What follows belongs to an exercise in optimizing a design on an open flow for small area; a production flow would make more cautious choices.
At most, simulation tests tie the RTL to the original design; equivalence was not proved.
No activity file was given, so power comes from the tool's default toggle rates.

## fano_decoder_top
module fano_decoder_top (
    input  logic       clk,
    input  logic       nlocal_rst,
    input  logic       i_vld,
    input  logic [1:0] i_branch,
    output logic       o_vld,
    output logic       o_dec_sym
);
For scale: about 1,800 cells after synthesis, about 310 flip-flops, ~7 I/O pins, roughly 17,000 um^2 of cells after synthesis.
==> flow/config.mk <==
export PLATFORM = sky130hd
export DESIGN_NAME = fano_decoder_top
export DESIGN_NICKNAME = fano_decoder_top
export VERILOG_FILES = /design/flow/design.v
export SDC_FILE = /design/flow/constraint.sdc
export NUM_CORES = 4
export LEC_CHECK = 0
export CAP_MARGIN = 20
export CORE_MARGIN = 2
export CORE_UTILIZATION = 40
export CTS_BUF_LIST = sky130_fd_sc_hd__clkbuf_4 sky130_fd_sc_hd__clkbuf_8
export CTS_CLUSTER_DIAMETER = 60
export CTS_CLUSTER_SIZE = 12
export SLEW_MARGIN = 20
==> flow/constraint.sdc <==
create_clock -name core_clock -period 8.0 [get_ports {clk}]
set_input_delay 1.6000 -clock core_clock [delete_from_list [all_inputs] [get_ports {clk}]]
set_output_delay 1.6000 -clock core_clock [all_outputs]
set_load 0.01 [all_outputs]
run.sh (not shown) runs the stock make flow with config.mk's settings and CLKGATE_MAP_FILE= SYNTH_SCRIPT=/design/flow/synth_recipe.tcl, a recipe that flattens the netlist after the stock synthesis.
Change:
--- a/flow/design.v
+++ b/flow/design.v
@@ -29,23 +29,22 @@
     logic [NSRCH-1:0][1:0] rx_q;
     logic [WIN-1:0]        dec_q;
     logic [NSRCH-1:0]      worst_q;
     logic [11:0]           hist_q;
     logic        bm_ed_q;
     logic        bm_ep_q;
     logic        bm_w_q;
     logic signed [13:0] t_q;
-    logic [13:0]        t_run;
     logic signed [15:0] mc_q;
     logic signed [15:0] mp_q;
     logic signed [15:0] ms_c;
     logic clr;
     logic s_idle, s_mc2, s_mc3, s_fm, s_bm0, s_bm2, s_bm3;
-    logic ms_ge_t, mp_ge_t, mp_below_next, at_norm;
+    logic ms_ge_t, mp_below_next, at_norm;
     logic fwd_move, back_move, start_fwd, mark_worst, t_up, t_down, norm;
     logic worst_here;
     logic [5:0]  rd_idx;
     logic [1:0]  rd_rx;
     logic        rd_worst;
     logic [5:0]  wr_idx;
     logic [6:0]  ptr_sum;
     logic        p_at_max;
@@ -88,58 +87,54 @@
             3'b010:  bm_val = -16'sd4;
             3'b100:  bm_val = -16'sd2;
             3'b111:  bm_val = 16'sd10;
             default: bm_val = 16'sd4;
         endcase
     end
     logic signed [15:0] m_sum;
     assign m_sum = (state_q[3] ? mp_q : mc_q) + bm_val;
+    logic signed [13:0] t_next;
     logic signed [13:0] ms_hi;
     logic signed [13:0] mp_hi;
     assign ms_c  = m_sum;
     assign ms_hi = ms_c[15:2];
     assign mp_hi = mp_q[15:2];
-    function automatic logic cmp_ge(input logic [13:0] x, input logic [13:0] y, input logic ge_in);
-        logic c;
-        logic xi, yi;
-        c = ge_in;
-        for (int i = 0; i < 14; i++) begin
-            xi = (i == 13) ? !x[i] : x[i];
-            yi = (i == 13) ? y[i] : !y[i];
-            c = (xi & yi) | ((xi | yi) & c);
-        end
-        cmp_ge = c;
-    endfunction
-    logic mp_cmp;
-    assign ms_ge_t       = cmp_ge(ms_hi, t_q, 1'b1);
-    assign mp_cmp        = cmp_ge(mp_hi, t_q, !s_fm);
-    assign mp_ge_t       = mp_cmp;
-    assign mp_below_next = !mp_cmp && !(!t_q[13] && t_run[13]);
+    assign t_next        = t_q + 14'sd1;
+    logic ms_ge_c, mp_ge_c;
+    logic ms_ge_q, mp_ge_q;
+    assign ms_ge_c       = ms_hi >= t_q;
+    assign mp_ge_c       = mp_hi >= t_q;
+    always_ff @(posedge clk) begin
+        ms_ge_q <= ms_ge_c;
+        mp_ge_q <= mp_ge_c;
+    end
+    assign ms_ge_t       = ms_ge_q;
+    assign mp_below_next = mp_hi < t_next;
     assign at_norm       = t_q == 14'sd64;
     assign fwd_move   = s_mc3 && ms_ge_t;
-    assign back_move  = (s_mc3 && !ms_ge_t && mp_ge_t) || (s_bm3 && worst_here && mp_ge_t);
-    assign t_down     = (s_mc3 && !ms_ge_t && !mp_ge_t) || (s_bm3 && worst_here && !mp_ge_t);
+    assign back_move  = (s_mc3 && !ms_ge_q && mp_ge_q) || (s_bm3 && worst_here && mp_ge_c);
+    assign t_down     = (s_mc3 && !ms_ge_q && !mp_ge_q) || (s_bm3 && worst_here && !mp_ge_c);
     assign t_up       = s_fm && mp_below_next;
     assign norm       = s_idle && at_norm && norm_en_q;
     assign mark_worst = s_bm3 && !worst_here;
     assign start_fwd  = (s_idle && ptr_q != 6'd0) || mark_worst;
     always_comb begin
         state_d = state_q;
         case (state_q)
             S_INIT: state_d = S_IDLE;
             S_IDLE: if (ptr_q != 6'd0) state_d = S_MC1;
             S_MC1:  state_d = S_MC2;
             S_MC2:  state_d = S_MC3;
-            S_MC3:  state_d = ms_ge_t ? S_FM : (mp_ge_t ? S_BM0 : S_IDLE);
+            S_MC3:  state_d = ms_ge_q ? S_FM : (mp_ge_q ? S_BM0 : S_IDLE);
             S_FM:   state_d = S_IDLE;
             S_BM0:  state_d = S_BM1;
             S_BM1:  state_d = S_BM2;
             S_BM2:  state_d = S_BM3;
-            S_BM3:  state_d = worst_here ? (mp_ge_t ? S_BM0 : S_IDLE) : S_MC1;
+            S_BM3:  state_d = worst_here ? (mp_ge_c ? S_BM0 : S_IDLE) : S_MC1;
             default: state_d = S_INIT;
         endcase
     end
     always_ff @(posedge clk) begin
         if (!nlocal_rst) begin
             state_q <= S_INIT;
         end else begin
             state_q <= state_d;
@@ -215,16 +210,17 @@
         if (clr) begin
             hist_q <= '0;
         end else if (h_down) begin
             hist_q <= {hist_q[10:0], fwd_move ? pick : dec_q[PTR_MAX-1]};
         end else if (h_up) begin
             hist_q <= {dec_above[ptr_q], hist_q[11:1]};
         end
     end
+    logic [13:0] t_run;
     always_comb begin
         t_run[0] = 1'b1;
         for (int i = 1; i < 14; i++) begin
             t_run[i] = t_run[i-1] & (t_q[i-1] ^ t_down);
         end
     end
     always_ff @(posedge clk) begin
         if (clr) begin
The changed run completed without violations.
Cell area grows by 5.2%.
Flip-flop and latch count goes up by 2.
First-iteration DRC count climbs by 16%.
Worst hold slack improved by 37 ps.
Wire length increases by 11%.
Critical path depth goes down by 7.
Setup slack is better by 550 ps.
Only the layout flow was run in the second run of this note; the RTL was not checked for function there.

---

Another version of the RTL of fano_decoder_top (not shown whole).
Size in the first run: ~1,600 cells after synthesis, roughly 7 I/O pins, roughly 0.015 mm² of cells after synthesis.
export LEC_CHECK = 0
export CAP_MARGIN = 20
export CORE_MARGIN = 2
export CORE_UTILIZATION = 70
export SLEW_MARGIN = 20
create_clock -name core_clock -period 8.0 [get_ports {clk}]
standard.sh (not shown) runs the stock make flow with config.mk's settings and CLKGATE_MAP_FILE= SYNTH_SCRIPT=/design/flow/synth_recipe.tcl, a recipe that flattens the netlist after the stock synthesis.
==> flow/flow/run.sh <==
#!/bin/bash
# Own layout flow: the standard layout (standard.sh, unchanged synthesis
# script and register mapping) with two changes:
#  - the ABC script that maps the synthesised logic to cells
#    (flow/abc_speed.script: ORFS's speed script with delay relaxation and more
#    area-recovery rounds, and without its final buffering and sizing passes,
#    which placement's repair redoes anyway)
#  - clock tree synthesis with clkbuf_4 only, small sink clusters and no dummy
#    loads (flow/cts_args.txt)
# Each step's output goes to its own log in this folder; ORFS keeps its logs
# under orfs/logs.
set -euo pipefail
here=$(pwd)
rm -rf "$here/scripts"
cp -r "$FLOW_HOME/scripts" "$here/scripts"
cp "$here/flow/abc_speed.script" "$here/scripts/abc_speed.script"
cts_args=$(cat "$here/flow/cts_args.txt")
bash "$here/standard.sh" SCRIPTS_DIR="$here/scripts" "CTS_ARGS=$cts_args" finish > "$here/standard_flow.log" 2>&1
==> flow/flow/abc_speed.script <==
&get -n
&st
&dch -f
&nf -R 1000 -F 8
&st
&dc2
&dch -f
&nf -R 1000 -F 8
&st
&dc2
&dch -f
&nf -R 1000 -F 8
&st
&dc2
&dch -f
&nf -R 1000 -F 8
&st
&dc2
&dch -f
&nf -R 1000 -F 8
&put
topo
==> flow/flow/cts_args.txt <==
-sink_clustering_enable -repair_clock_nets -dont_use_dummy_load -buf_list sky130_fd_sc_hd__clkbuf_4 -sink_clustering_size 9 -sink_clustering_max_diameter 40
The starting point completed with no timing, DRC or antenna violations.
Next try:
--- a/flow/design.v
+++ b/flow/design.v
@@ -41,51 +41,51 @@
     logic signed [15:0] ms_c;
     logic clr;
     logic rst;
     logic s_idle, s_mc2, s_mc3, s_fm, s_bm0, s_bm2, s_bm3;
     logic ms_ge_t, mp_ge_t, mp_below_next, at_norm;
     logic fwd_move, back_move, start_fwd, mark_worst, t_up, t_down, norm;
     logic worst_here;
     logic [5:0]  rd_idx;
     logic [1:0]  rd_rx;
     logic        rd_worst;
     logic [5:0]  wr_idx;
-    logic [5:0]  ptr_m1, ptr_p1, ptr_p2;
+    logic [6:0]  ptr_sum;
     logic        p_at_max;
     logic        h_down;
     logic        h_up;
     assign rst    = !nlocal_rst;
     assign clr    = rst || (state_q == S_INIT);
     assign s_idle = state_q == S_IDLE;
     assign s_mc2  = state_q == S_MC2;
     assign s_mc3  = state_q == S_MC3;
     assign s_fm   = state_q == S_FM;
     assign s_bm0  = state_q == S_BM0;
     assign s_bm2  = state_q == S_BM2;
     assign s_bm3  = state_q == S_BM3;
-    assign rd_idx   = s_bm0 ? ptr_q : ptr_m1;
+    assign rd_idx   = s_bm0 ? ptr_q : ptr_q - 6'd1;
     assign rd_rx    = rx_q[rd_idx];
     assign rd_worst = worst_q[rd_idx];
     assign worst_here = rd_worst;
     logic [10:0] bm_hist;
     logic        bm_start;
     logic        pick;
     logic        mis_d, mis_p;
     logic signed [15:0] bm_val;
     assign bm_start = start_fwd || s_bm0;
     assign bm_hist  = s_bm0 ? {dec_r, hist_q[10:1]} : hist_q[10:0];
     always_ff @(posedge clk) begin
         if (bm_start) begin
             bm_ed_q <= rd_rx[1];
             bm_ep_q <= rd_rx[0] ^ (^(bm_hist & HIST_TAPS));
-            bm_w_q  <= s_bm0 ? rd_worst : state_q[3];
+            bm_w_q  <= s_bm0 ? rd_worst : mark_worst;
         end
     end
     assign pick  = (bm_ed_q & bm_ep_q) ^ bm_w_q;
     assign mis_d = bm_ed_q ^ pick;
     assign mis_p = bm_ep_q ^ pick;
     always_comb begin
         case ({state_q[3], mis_d, mis_p})
             3'b000:  bm_val = 16'sd2;
             3'b011:  bm_val = -16'sd10;
             3'b001:  bm_val = -16'sd4;
             3'b010:  bm_val = -16'sd4;
@@ -160,79 +160,75 @@
         end else begin
             state_q <= state_d;
         end
     end
     always_ff @(posedge clk) begin
         if (clr || state_q[3:2] == 2'b01) begin
             norm_en_q <= 1'b1;
         end else if (norm) begin
             norm_en_q <= 1'b0;
         end
     end
-    assign ptr_m1 = ptr_q - 6'd1;
-    assign ptr_p1 = ptr_q + 6'd1;
-    assign ptr_p2 = ptr_q + 6'd2;
+    assign ptr_sum = {1'b0, ptr_q} + {6'd0, i_vld} + {6'd0, back_move} - {6'd0, fwd_move};
     always_ff @(posedge clk) begin
         if (clr) begin
             ptr_q <= '0;
-        end else if (fwd_move) begin
-            ptr_q <= i_vld ? ptr_q : ptr_m1;
-        end else if (back_move && i_vld) begin
-            ptr_q <= (ptr_q >= PTR_MAX - 6'd1) ? PTR_MAX : ptr_p2;
-        end else if (back_move || i_vld) begin
-            ptr_q <= p_at_max ? PTR_MAX : ptr_p1;
+        end else if (ptr_sum > {1'b0, PTR_MAX}) begin
+            ptr_q <= PTR_MAX;
+        end else begin
+            ptr_q <= ptr_sum[5:0];
         end
     end
     logic       cnt_lo_zero;     
     logic       cnt_hi_zero;     
     logic       cnt_is_0, cnt_is_1, cnt_is_max;
     logic       cnt_up_in, cnt_dn_in;
     assign cnt_lo_zero = fwd_cnt_q[10:0] == 11'd0;
     assign cnt_hi_zero = fwd_cnt_q[11:1] == 11'd0;
     assign cnt_is_0    = cnt_hi_zero && !fwd_cnt_q[0];
     assign cnt_is_1    = cnt_hi_zero && fwd_cnt_q[0];
     assign cnt_is_max  = cnt_lo_zero && fwd_cnt_q[11];
     assign cnt_up_in   = fwd_cnt_q[11] ^ fwd_cnt_q[5] ^ fwd_cnt_q[3] ^ fwd_cnt_q[0] ^ cnt_lo_zero;
     assign cnt_dn_in   = fwd_cnt_q[0] ^ fwd_cnt_q[6] ^ fwd_cnt_q[4] ^ fwd_cnt_q[1] ^ cnt_hi_zero;
     always_ff @(posedge clk) begin
         if (rst) begin
             fwd_cnt_q <= '0;
         end else if (fwd_move && !cnt_is_max) begin
             fwd_cnt_q <= {fwd_cnt_q[10:0], cnt_up_in};
         end else if (back_move && !cnt_is_0) begin
             fwd_cnt_q <= {cnt_dn_in, fwd_cnt_q[11:1]};
         end
     end
-    assign wr_idx = i_vld ? ptr_q : ptr_m1;
+    assign wr_idx = ptr_q - 6'd1 + {5'd0, i_vld};
     always_ff @(posedge clk) begin
         if (i_vld) begin
             rx_q <= {rx_q[NSRCH-2:0], i_branch};
         end
     end
     always_ff @(posedge clk) begin
         for (int s = 0; s < WIN; s++) begin
             if (clr) begin
                 dec_q[s] <= 1'b0;
             end else if (s < NSRCH && fwd_move && wr_idx == 6'(s)) begin
                 dec_q[s] <= pick;
             end else if (i_vld) begin
                 dec_q[s] <= (s == 0) ? 1'b0 : dec_q[(s == 0) ? 0 : s - 1];
             end
         end
     end
     always_ff @(posedge clk) begin
         for (int s = 0; s < NSRCH; s++) begin
             if (clr) begin
                 worst_q[s] <= 1'b0;
-            end else if (start_fwd && wr_idx == 6'(s)) begin
-                worst_q[s] <= state_q[3];
+            end else if ((mark_worst || start_fwd) && wr_idx == 6'(s)) begin
+                worst_q[s] <= mark_worst;
             end else if (i_vld) begin
                 worst_q[s] <= (s == 0) ? 1'b0 : worst_q[(s == 0) ? 0 : s - 1];
             end
         end
     end
     assign p_at_max = ptr_q == PTR_MAX;
     assign h_down   = fwd_move || (p_at_max && i_vld);
     assign h_up     = back_move && !p_at_max && !(ptr_q == PTR_MAX - 6'd1 && i_vld);
     logic [WIN-12:0] dec_above;
     assign dec_above = dec_q[WIN-1:11];
     assign dec_r     = dec_above[ptr_q];
The new run ran to the end with no violations. Global-route usage increases by 0.32 points. Register-to-register slack stays flat. Via count decreases slightly. Count of clock-buffer cells in the layout decreases by 2. Cell area increases slightly. Total power increases by well over a third. Clock skew increases by 0.0049 ns.

---

The RTL this note starts from:
==> flow/design.v <==
`timescale 1ns/1ps
module fano_decoder_top (
    input  logic       clk,
    input  logic       nlocal_rst,
    input  logic       i_vld,
    input  logic [1:0] i_branch,
    output logic       o_vld,
    output logic       o_dec_sym
);
    localparam int WIN   = 64;            
    localparam int NSRCH = 53;            
    localparam logic [5:0] PTR_MAX = 6'd52;
    localparam logic [10:0] HIST_TAPS = 11'h596;
    localparam logic [3:0] S_INIT = 4'b0000;
    localparam logic [3:0] S_IDLE = 4'b0001;
    localparam logic [3:0] S_FM   = 4'b0010;
    localparam logic [3:0] S_MC1  = 4'b0101;
    localparam logic [3:0] S_MC2  = 4'b0110;
    localparam logic [3:0] S_MC3  = 4'b0111;
    localparam logic [3:0] S_BM0  = 4'b1000;
    localparam logic [3:0] S_BM1  = 4'b1001;
    localparam logic [3:0] S_BM2  = 4'b1010;
    localparam logic [3:0] S_BM3  = 4'b1011;
    logic [3:0]  state_q;
    logic [3:0]  state_d;
    logic        norm_en_q;
    logic [5:0]  ptr_q;
    logic [11:0] fwd_cnt_q;
    logic [NSRCH-1:0][1:0] rx_q;
    logic [WIN-1:0]        dec_q;
    logic [NSRCH-1:0]      worst_q;
    logic [11:0]           hist_q;
    logic        bm_ed_q;
    logic        bm_ep_q;
    logic        bm_w_q;
    logic signed [13:0] t_q;
    logic signed [15:0] mc_q;
    logic signed [15:0] mp_q;
    logic signed [15:0] ms_c;
    logic clr;
    logic s_idle, s_mc2, s_mc3, s_fm, s_bm0, s_bm2, s_bm3;
    logic ms_ge_t, mp_ge_t, mp_below_next, at_norm;
    logic fwd_move, back_move, start_fwd, mark_worst, t_up, t_down, norm;
    logic worst_here;
    logic [5:0]  rd_idx;
    logic [1:0]  rd_rx;
    logic        rd_worst;
    logic [5:0]  wr_idx;
    logic [6:0]  ptr_sum;
    logic        p_at_max;
    logic        h_down;
    logic        h_up;
    assign clr    = !nlocal_rst || (state_q == S_INIT);
    assign s_idle = state_q == S_IDLE;
    assign s_mc2  = state_q == S_MC2;
    assign s_mc3  = state_q == S_MC3;
    assign s_fm   = state_q == S_FM;
    assign s_bm0  = state_q == S_BM0;
    assign s_bm2  = state_q == S_BM2;
    assign s_bm3  = state_q == S_BM3;
    assign rd_idx   = s_bm0 ? ptr_q : ptr_q - 6'd1;
    assign rd_rx    = rx_q[rd_idx];
    assign rd_worst = worst_q[rd_idx];
    assign worst_here = rd_worst;
    logic [10:0] bm_hist;
    logic        bm_start;
    logic        pick;
    logic        mis_d, mis_p;
    logic signed [15:0] bm_val;
    assign bm_start = start_fwd || s_bm0;
    assign bm_hist  = s_bm0 ? hist_q[11:1] : hist_q[10:0];
    always_ff @(posedge clk) begin
        if (bm_start) begin
            bm_ed_q <= rd_rx[1];
            bm_ep_q <= rd_rx[0] ^ (^(bm_hist & HIST_TAPS));
            bm_w_q  <= s_bm0 ? rd_worst : mark_worst;
        end
    end
    assign pick  = (bm_ed_q & bm_ep_q) ^ bm_w_q;
    assign mis_d = bm_ed_q ^ pick;
    assign mis_p = bm_ep_q ^ pick;
    always_comb begin
        case ({state_q[3], mis_d, mis_p})
            3'b000:  bm_val = 16'sd2;
            3'b011:  bm_val = -16'sd10;
            3'b001:  bm_val = -16'sd4;
            3'b010:  bm_val = -16'sd4;
            3'b100:  bm_val = -16'sd2;
            3'b111:  bm_val = 16'sd10;
            default: bm_val = 16'sd4;
        endcase
    end
    logic signed [15:0] m_sum;
    assign m_sum = (state_q[3] ? mp_q : mc_q) + bm_val;
    logic signed [13:0] t_next;
    logic signed [13:0] ms_hi;
    logic signed [13:0] mp_hi;
    assign ms_c  = m_sum;
    assign ms_hi = ms_c[15:2];
    assign mp_hi = mp_q[15:2];
    assign t_next        = t_q + 14'sd1;
    assign ms_ge_t       = ms_hi >= t_q;
    assign mp_ge_t       = mp_hi >= t_q;
    assign mp_below_next = mp_hi < t_next;
    assign at_norm       = t_q == 14'sd64;
    assign fwd_move   = s_mc3 && ms_ge_t;
    assign back_move  = (s_mc3 && !ms_ge_t && mp_ge_t) || (s_bm3 && worst_here && mp_ge_t);
    assign t_down     = (s_mc3 && !ms_ge_t && !mp_ge_t) || (s_bm3 && worst_here && !mp_ge_t);
    assign t_up       = s_fm && mp_below_next;
    assign norm       = s_idle && at_norm && norm_en_q;
    assign mark_worst = s_bm3 && !worst_here;
    assign start_fwd  = (s_idle && ptr_q != 6'd0) || mark_worst;
    always_comb begin
        state_d = state_q;
        case (state_q)
            S_INIT: state_d = S_IDLE;
            S_IDLE: if (ptr_q != 6'd0) state_d = S_MC1;
            S_MC1:  state_d = S_MC2;
            S_MC2:  state_d = S_MC3;
            S_MC3:  state_d = ms_ge_t ? S_FM : (mp_ge_t ? S_BM0 : S_IDLE);
            S_FM:   state_d = S_IDLE;
            S_BM0:  state_d = S_BM1;
            S_BM1:  state_d = S_BM2;
            S_BM2:  state_d = S_BM3;
            S_BM3:  state_d = worst_here ? (mp_ge_t ? S_BM0 : S_IDLE) : S_MC1;
            default: state_d = S_INIT;
        endcase
    end
    always_ff @(posedge clk) begin
        if (!nlocal_rst) begin
            state_q <= S_INIT;
        end else begin
            state_q <= state_d;
        end
    end
    always_ff @(posedge clk) begin
        if (clr || state_q[3:2] == 2'b01) begin
            norm_en_q <= 1'b1;
        end else if (norm) begin
            norm_en_q <= 1'b0;
        end
    end
    assign ptr_sum = {1'b0, ptr_q} + {6'd0, i_vld} + {6'd0, back_move} - {6'd0, fwd_move};
    always_ff @(posedge clk) begin
        if (clr) begin
            ptr_q <= '0;
        end else if (ptr_sum > {1'b0, PTR_MAX}) begin
            ptr_q <= PTR_MAX;
        end else begin
            ptr_q <= ptr_sum[5:0];
        end
    end
    logic [11:0] cnt_run;    
    logic        cnt_en;
    always_comb begin
        cnt_run[0] = 1'b1;
        for (int i = 1; i < 12; i++) begin
            cnt_run[i] = cnt_run[i-1] & (fwd_cnt_q[i-1] ^ back_move);
        end
    end
    assign cnt_en = (fwd_move || back_move) && !(cnt_run[11] && (fwd_cnt_q[11] ^ back_move));
    always_ff @(posedge clk) begin
        if (clr) begin
            fwd_cnt_q <= '0;
        end else if (cnt_en) begin
            fwd_cnt_q <= fwd_cnt_q ^ cnt_run;
        end
    end
    assign wr_idx = ptr_q - 6'd1 + {5'd0, i_vld};
    always_ff @(posedge clk) begin
        if (i_vld) begin
            rx_q <= {rx_q[NSRCH-2:0], i_branch};
        end
    end
    always_ff @(posedge clk) begin
        for (int s = 0; s < WIN; s++) begin
            if (clr) begin
                dec_q[s] <= 1'b0;
            end else if (s < NSRCH && fwd_move && wr_idx == 6'(s)) begin
                dec_q[s] <= pick;
            end else if (i_vld) begin
                dec_q[s] <= (s == 0) ? 1'b0 : dec_q[(s == 0) ? 0 : s - 1];
            end
        end
    end
    always_ff @(posedge clk) begin
        for (int s = 0; s < NSRCH; s++) begin
            if (clr) begin
                worst_q[s] <= 1'b0;
            end else if ((mark_worst || start_fwd) && wr_idx == 6'(s)) begin
                worst_q[s] <= mark_worst;
            end else if (i_vld) begin
                worst_q[s] <= (s == 0) ? 1'b0 : worst_q[(s == 0) ? 0 : s - 1];
            end
        end
    end
    assign p_at_max = ptr_q == PTR_MAX;
    assign h_down   = fwd_move || (p_at_max && i_vld);
    assign h_up     = back_move && !p_at_max && !(ptr_q == PTR_MAX - 6'd1 && i_vld);
    logic [WIN-13:0] dec_above;
    assign dec_above = dec_q[WIN-1:12];
    always_ff @(posedge clk) begin
        if (clr) begin
            hist_q <= '0;
        end else if (h_down) begin
            hist_q <= {hist_q[10:0], fwd_move ? pick : dec_q[PTR_MAX-1]};
        end else if (h_up) begin
            hist_q <= {dec_above[ptr_q], hist_q[11:1]};
        end
    end
    logic [13:0] t_run;
    always_comb begin
        t_run[0] = 1'b1;
        for (int i = 1; i < 14; i++) begin
            t_run[i] = t_run[i-1] & (t_q[i-1] ^ t_down);
        end
    end
    always_ff @(posedge clk) begin
        if (clr) begin
            t_q  <= '0;
            mc_q <= '0;
            mp_q <= 16'sh8000;
        end else begin
            if (t_down || t_up) begin
                t_q <= t_q ^ t_run;
            end else if (norm) begin
                t_q <= 14'sd32;
            end
            if (fwd_move) begin
                mp_q <= mc_q;
                mc_q <= ms_c;
            end else if (back_move) begin
                mc_q <= mp_q;
            end else if (norm) begin
                mp_q <= mp_q >>> 1;
                mc_q <= mc_q >>> 1;
            end else if (s_bm2) begin
                if (fwd_cnt_q == 12'd0) begin
                    mp_q <= 16'sh8000;
                end else if (fwd_cnt_q == 12'd1) begin
                    mp_q <= '0;
                end else begin
                    mp_q <= m_sum;
                end
            end
        end
    end
    always_ff @(posedge clk) begin
        if (!nlocal_rst) begin
            o_vld <= 1'b0;
        end else begin
            o_vld <= i_vld;
        end
    end
    always_ff @(posedge clk) begin
        o_dec_sym <= dec_q[WIN-1];
    end
endmodule
clock: 8.0 ns
lec_check: 0
cap_margin: 20
core_margin: 2
core_utilization: 40
cts_buf_list: sky130_fd_sc_hd__clkbuf_4 sky130_fd_sc_hd__clkbuf_8
cts_cluster_diameter: 60
cts_cluster_size: 12
slew_margin: 20
==> flow/flow/run.sh <==
#!/bin/bash
# Own layout flow: the standard layout (standard.sh) with one change, the ABC
# script that maps the synthesised logic to cells (flow/abc_speed.script: the
# ORFS speed script without its final buffering and sizing passes, which the
# placement's repair redoes anyway). Registers come out of synthesis as before.
# Output of each step goes to its own log in this folder (and ORFS's own logs
# under orfs/logs).
set -euo pipefail
here=$(pwd)
rm -rf "$here/scripts"
cp -r "$FLOW_HOME/scripts" "$here/scripts"
cp "$here/flow/abc_speed.script" "$here/scripts/abc_speed.script"
bash "$here/standard.sh" SCRIPTS_DIR="$here/scripts" finish > "$here/standard_flow.log" 2>&1
==> flow/flow/abc_speed.script <==
&get -n
&st
&dch
&nf
&st
&syn2
&if -g -K 6
&synch2
&nf
&st
&syn2
&if -g -K 6
&synch2
&nf
&st
&syn2
&if -g -K 6
&synch2
&nf
&st
&syn2
&if -g -K 6
&synch2
&nf
&st
&syn2
&if -g -K 6
&synch2
&nf
&put
topo
==> next run, changes <==
--- a/flow/design.v
+++ b/flow/design.v
@@ -31,12 +31,13 @@
     logic [NSRCH-1:0]      worst_q;
     logic [11:0]           hist_q;
     logic        bm_ed_q;
     logic        bm_ep_q;
     logic        bm_w_q;
     logic signed [13:0] t_q;
+    logic [13:0]        t_run;
     logic signed [15:0] mc_q;
     logic signed [15:0] mp_q;
     logic signed [15:0] ms_c;
     logic clr;
     logic s_idle, s_mc2, s_mc3, s_fm, s_bm0, s_bm2, s_bm3;
     logic ms_ge_t, mp_ge_t, mp_below_next, at_norm;
@@ -89,22 +90,33 @@
             3'b111:  bm_val = 16'sd10;
             default: bm_val = 16'sd4;
         endcase
     end
     logic signed [15:0] m_sum;
     assign m_sum = (state_q[3] ? mp_q : mc_q) + bm_val;
-    logic signed [13:0] t_next;
     logic signed [13:0] ms_hi;
     logic signed [13:0] mp_hi;
     assign ms_c  = m_sum;
     assign ms_hi = ms_c[15:2];
     assign mp_hi = mp_q[15:2];
-    assign t_next        = t_q + 14'sd1;
-    assign ms_ge_t       = ms_hi >= t_q;
-    assign mp_ge_t       = mp_hi >= t_q;
-    assign mp_below_next = mp_hi < t_next;
+    function automatic logic cmp_ge(input logic [13:0] x, input logic [13:0] y, input logic ge_in);
+        logic c;
+        logic xi, yi;
+        c = ge_in;
+        for (int i = 0; i < 14; i++) begin
+            xi = (i == 13) ? !x[i] : x[i];
+            yi = (i == 13) ? y[i] : !y[i];
+            c = (xi & yi) | ((xi | yi) & c);
+        end
+        cmp_ge = c;
+    endfunction
+    logic mp_cmp;
+    assign ms_ge_t       = cmp_ge(ms_hi, t_q, 1'b1);
+    assign mp_cmp        = cmp_ge(mp_hi, t_q, !s_fm);
+    assign mp_ge_t       = mp_cmp;
+    assign mp_below_next = !mp_cmp && !(!t_q[13] && t_run[13]);
     assign at_norm       = t_q == 14'sd64;
     assign fwd_move   = s_mc3 && ms_ge_t;
     assign back_move  = (s_mc3 && !ms_ge_t && mp_ge_t) || (s_bm3 && worst_here && mp_ge_t);
     assign t_down     = (s_mc3 && !ms_ge_t && !mp_ge_t) || (s_bm3 && worst_here && !mp_ge_t);
     assign t_up       = s_fm && mp_below_next;
     assign norm       = s_idle && at_norm && norm_en_q;
@@ -205,13 +217,12 @@
         end else if (h_down) begin
             hist_q <= {hist_q[10:0], fwd_move ? pick : dec_q[PTR_MAX-1]};
         end else if (h_up) begin
             hist_q <= {dec_above[ptr_q], hist_q[11:1]};
         end
     end
-    logic [13:0] t_run;
     always_comb begin
         t_run[0] = 1'b1;
         for (int i = 1; i < 14; i++) begin
             t_run[i] = t_run[i-1] & (t_q[i-1] ^ t_down);
         end
     end
Cell count fell slightly.
Routed wire length rose slightly.
Setup slack is worse by 370 ps.
Clock power fell by a little under a tenth.
Global-route usage rose by 0.16 points.
Hold slack is worse by 39 ps.
Cell area fell slightly.
Synthesized cell count fell slightly.
Via count is about the same.
Clock skew rose by 13 ps.
Total power stays flat.
Flip-flop and latch count does not change.
Sequential power hardly moves.
No functional check of the RTL was part of the first run of this note.

-- port drivers added, routing unchanged --
The results above use ideal ports. As a check the final layouts listed here were re-extracted and re-timed, cells and wires unchanged.
Step 1, drivers: a clkbuf_16 drives clk and a buf_2 each remaining input, both assumed.
Step 2 moves the port delays by t, midway between the first and last clock arrival at a register: inputs arrive t later, outputs are due t later. That takes back most of the time a late clock gives input paths.
a / b / c = ideal / step 1 / step 2; a / b = the first two.
run | t, ns | setup WS [ns] | latest minus earliest clock arrival (ns) | worst register clock-pin slew, ns | worst data-port slew with drivers (ns)
the first run of note 1 | 0.649 | 0.949 / 0.949 / 0.949 | 0.069 / 0.069 | 0.09 / 0.09 | 0.05
the second run of note 1 | 0.651 | 1.500 / 1.500 / 1.500 | 0.038 / 0.039 | 0.09 / 0.09 | 0.05
the first run of note 2 | 0.696 | 0.574 / 0.574 / 0.574 | 0.074 / 0.075 | 0.11 / 0.11 | 0.05
the second run of note 2 | 0.711 | 0.578 / 0.578 / 0.578 | 0.077 / 0.078 | 0.11 / 0.11 | 0.05
the first run of note 3 | 0.617 | 1.085 / 1.085 / 1.085 | 0.046 / 0.046 | 0.09 / 0.09 | 0.05
the second run of note 3 | 0.621 | 0.715 / 0.716 / 0.716 | 0.059 / 0.059 | 0.09 / 0.09 | 0.05
After both steps every run listed still meets setup and hold.
